Background: an optimization exercise with open tools, aiming at small area. Do not read the settings as production practice. Only simulation tests tie the RTL to the original design; equivalence was not proved. Power is estimated from default activity; no workload was simulated.

run A:
Design wb_regfile, start of the top module:
module wb_regfile #(
    parameter int DATA_W = 32,
    parameter int ADDR_W = 5,
    parameter int CNT_W  = 16
) (
    input  logic              clk,
    input  logic              rst,
    input  logic              we,
    input  logic [ADDR_W-1:0] waddr,
    input  logic [DATA_W-1:0] wdata,
    input  logic              re1,
    input  logic [ADDR_W-1:0] raddr1,
    output logic [DATA_W-1:0] rdata1,
    input  logic              re2,
    input  logic [ADDR_W-1:0] raddr2,
    output logic [DATA_W-1:0] rdata2,
    output logic              trace_valid,
    output logic [ADDR_W-1:0] trace_waddr,
    output logic [DATA_W-1:0] trace_wdata,
    output logic [CNT_W-1:0]  commit_cnt
);
For scale: about 3300 cells after synthesis, about 1100 flip-flops, roughly 170 I/O pins, about 41000 µm² of cells after synthesis.
clock: 8.0 ns
lec_check: 0
cap_margin: 20
core_margin: 2
core_utilization: 40
slew_margin: 20
synth_hierarchical: 1
standard.sh (not shown) runs the stock make flow with config.mk's settings and CLKGATE_MAP_FILE= SYNTH_SCRIPT=/design/flow/synth_recipe.tcl, a recipe that flattens the netlist after the stock synthesis.
==> flow/flow/run.sh <==
#!/bin/bash
# The standard ORFS layout (standard.sh, standard synthesis unchanged),
# with two changes to the steps after placement:
# - port buffers use the smallest buffer, sky130_fd_sc_hd__buf_1;
# - CTS uses clkbuf_8, clusters up to 16 flip-flops per leaf buffer within 80 um, and adds
#   no dummy loads.
# Each tool's full output is in the ORFS logs under orfs/logs/; make's own
# output is in standard_run.log.
set -euo pipefail
export CTS_ARGS="-sink_clustering_enable -repair_clock_nets -dont_use_dummy_load -sink_clustering_size 16 -sink_clustering_max_diameter 80 -buf_list sky130_fd_sc_hd__clkbuf_8"
export BUFFER_PORTS_ARGS="-buffer_cell sky130_fd_sc_hd__buf_1"
bash standard.sh > standard_run.log 2>&1
Run A finished every step from synthesis to the final layout, and the layout passed the timing, design-rule and antenna checks.
Changes in run B relative to run A:
==> flow/flow/run.sh <==
#!/bin/bash
# Standard ORFS layout, with two changes: CTS is told not to add dummy
# loads, and the port buffers use the smallest buffer.
set -e
cp standard.sh standard_sh.log
cp config.mk config_mk.log
export CTS_ARGS="-sink_clustering_enable -repair_clock_nets -dont_use_dummy_load"
export BUFFER_PORTS_ARGS="-buffer_cell sky130_fd_sc_hd__buf_1"
bash standard.sh > standard_run.log 2>&1
==> comparison <==
Going from run A to run B, switching component of the power shows an increase of 8.2%; number of nets in the layout shows an increase of 37.
Comparing run A against run B, there is no change at all in overall die height.
Relative to run B, the following input files were edited for run C:
==> flow/run.sh (new file) <==
#!/bin/bash
# synth_recipe.tcl (not shown) runs the flow's synth.tcl, then flattens the netlist and writes it again
# the make line also repeats each setting of config.mk as NAME=value (left out here)
make -C /OpenROAD-flow-scripts/flow DESIGN_CONFIG=/design/flow/config.mk WORK_HOME=/design/flow/orfs CLKGATE_MAP_FILE= SYNTH_SCRIPT=/design/flow/synth_recipe.tcl finish
removed: flow/flow/run.sh
removed: flow/standard.sh
--- outcome ---
Cmp run B and run C / fraction of area in multi-input gates / higher: run B. Delta (run C minus run B): logic depth of the worst setup path including buffers decreased by 1 relative to the old numbers, achievable frequency decreased by 15 MHz relative to the old numbers, number of non-clock buffers increased by 44 relative to the old numbers. Run C reached the end of the flow, and the finished layout is clean on the timing, design-rule and antenna checks. From run B to run C the numbers moved as follows: share of the core filled with cells increased by 2.2 points relative to the old numbers, final area increased by 4.7% relative to the old numbers, worst slew margin relative to its limit decreased by 2.9 points relative to the old numbers. When the final numbers for run B and run C were put side by side, the final critical delay including setup and external delays turned out to be smaller in run B. Relative to run B, the maximum single-stage delay on the critical path of run C is higher by 0.05 ns. The peak supply drop reported for run C is greater than that of run B by about 13%. and3_2 as the library cell contributing the largest single delay on the critical path was reported by run C, and and3_1 by run B. Run C vs. run B: global routing usage on met2 went up by 0.24 points.
What run D does differently from run C at the input level:
==> flow/flow/run.sh (new file) <==
#!/bin/bash
# The standard ORFS layout (standard.sh, standard synthesis unchanged),
# with two changes to the steps after placement:
# - port buffers use the smallest buffer, sky130_fd_sc_hd__buf_1;
# - CTS clusters up to 25 flip-flops per leaf buffer within 100 um and adds
#   no dummy loads.
# Each tool's full output is in the ORFS logs under orfs/logs/; make's own
# output is in standard_run.log.
set -euo pipefail
export CTS_ARGS="-sink_clustering_enable -repair_clock_nets -dont_use_dummy_load -sink_clustering_size 25 -sink_clustering_max_diameter 100"
export BUFFER_PORTS_ARGS="-buffer_cell sky130_fd_sc_hd__buf_1"
bash standard.sh > standard_run.log 2>&1
==> flow/standard.sh (new file) <==
#!/bin/bash
# synth_recipe.tcl (not shown) runs the flow's synth.tcl, then flattens the netlist and writes it again
# the make line also repeats each setting of config.mk as NAME=value (left out here)
make -C /OpenROAD-flow-scripts/flow DESIGN_CONFIG=/design/flow/config.mk WORK_HOME=/design/flow/orfs CLKGATE_MAP_FILE= SYNTH_SCRIPT=/design/flow/synth_recipe.tcl "${@:-finish}"
removed: flow/run.sh
Notes after the runs:
Looking at critical path capture point, the rdata1[22] result is from run C; the rdata2[22] one comes from run D. First-iteration DRC count was higher in the run labelled run C. Run C has lower worst slew margin relative to its limit than run D. Delta(combinational cell fraction of total power, run D - run C) > 0. Relative to run C, share of final-layout standard cells stronger than drive strength 1 has decreased by 3.3 points in run D. As far as number of sinks handled by clock tree synthesis goes, run C and run D are indistinguishable; the numbers are identical. Cell area | run D vs run C | run D smaller. Reported for run D and run C, synthesized cell count turned out identical to the last digit. Total power density per cell area (run D / run C): 0.886. Higher overall routed net length was reported by run C, not run D.
Setup changes, run D to run E
- an added CTS_BUF_LIST of sky130_fd_sc_hd__clkbuf_4
- an added CTS_CLUSTER_SIZE of 20
==> flow/run.sh (new file) <==
#!/bin/bash
# synth_recipe.tcl (not shown) runs the flow's synth.tcl, then flattens the netlist and writes it again
# the make line also repeats each setting of config.mk as NAME=value (left out here)
make -C /OpenROAD-flow-scripts/flow DESIGN_CONFIG=/design/flow/config.mk WORK_HOME=/design/flow/orfs CLKGATE_MAP_FILE= SYNTH_SCRIPT=/design/flow/synth_recipe.tcl finish
removed: flow/flow/run.sh
removed: flow/standard.sh
Notes after the runs:
Run D went all the way through the flow, and no timing, DRC or antenna check failed.
Run E reached the end of the flow, and the finished layout is clean on the timing, design-rule and antenna checks.
Run E and run D ended up with roughly the same power dissipated in sequential cells.
When run E is measured against run D, its ratio of final minimum period to clock period turns out 8.7 points higher.
From run D to run E the numbers moved as follows: number of levels the H-tree was split into up 3, critical path depth went down, fmax saw a decrease.
Data arrival time of the critical path in run E vs run D: up 0.69 ns
Looking at final net count, run E sits above run D.
Count of clock-buffer cells in the layout, run E vs run D: up by more than 100%
The final non-filler cell area in run D is 0.925 times that in run E.

-- static timing again, ports no longer ideal --
No port has a modelled driver above. Below, the same layouts with a new extraction and two added sets of constraints.
Step 1 (the two cells are an assumption about what drives the block):
set clk [get_ports {clk}]
set_driving_cell -lib_cell sky130_fd_sc_hd__clkbuf_16 $clk
set_driving_cell -lib_cell sky130_fd_sc_hd__buf_2 [delete_from_list [all_inputs] $clk]
Step 2 times the ports against the registers' clock, not the clock port: input delays grow and output delays shrink by t, the midpoint of the rising clock arrivals with the driver on.
Three values: no drivers, after step 1, after step 2; two values: the first two.
run	shift t [ns]	setup slack, ns	clock arrival spread, ns
run A	0.800	1.510 / 1.487 / 1.487	0.142 / 0.141
run B	0.747	1.485 / 1.462 / 1.462	0.075 / 0.074
run C	0.774	0.764 / 0.741 / 0.741	0.029 / 0.029
run D	0.717	1.493 / 1.470 / 1.470	0.082 / 0.081
run E	1.218	0.797 / 0.774 / 0.774	0.098 / 0.098
After both steps every run listed still meets setup and hold.
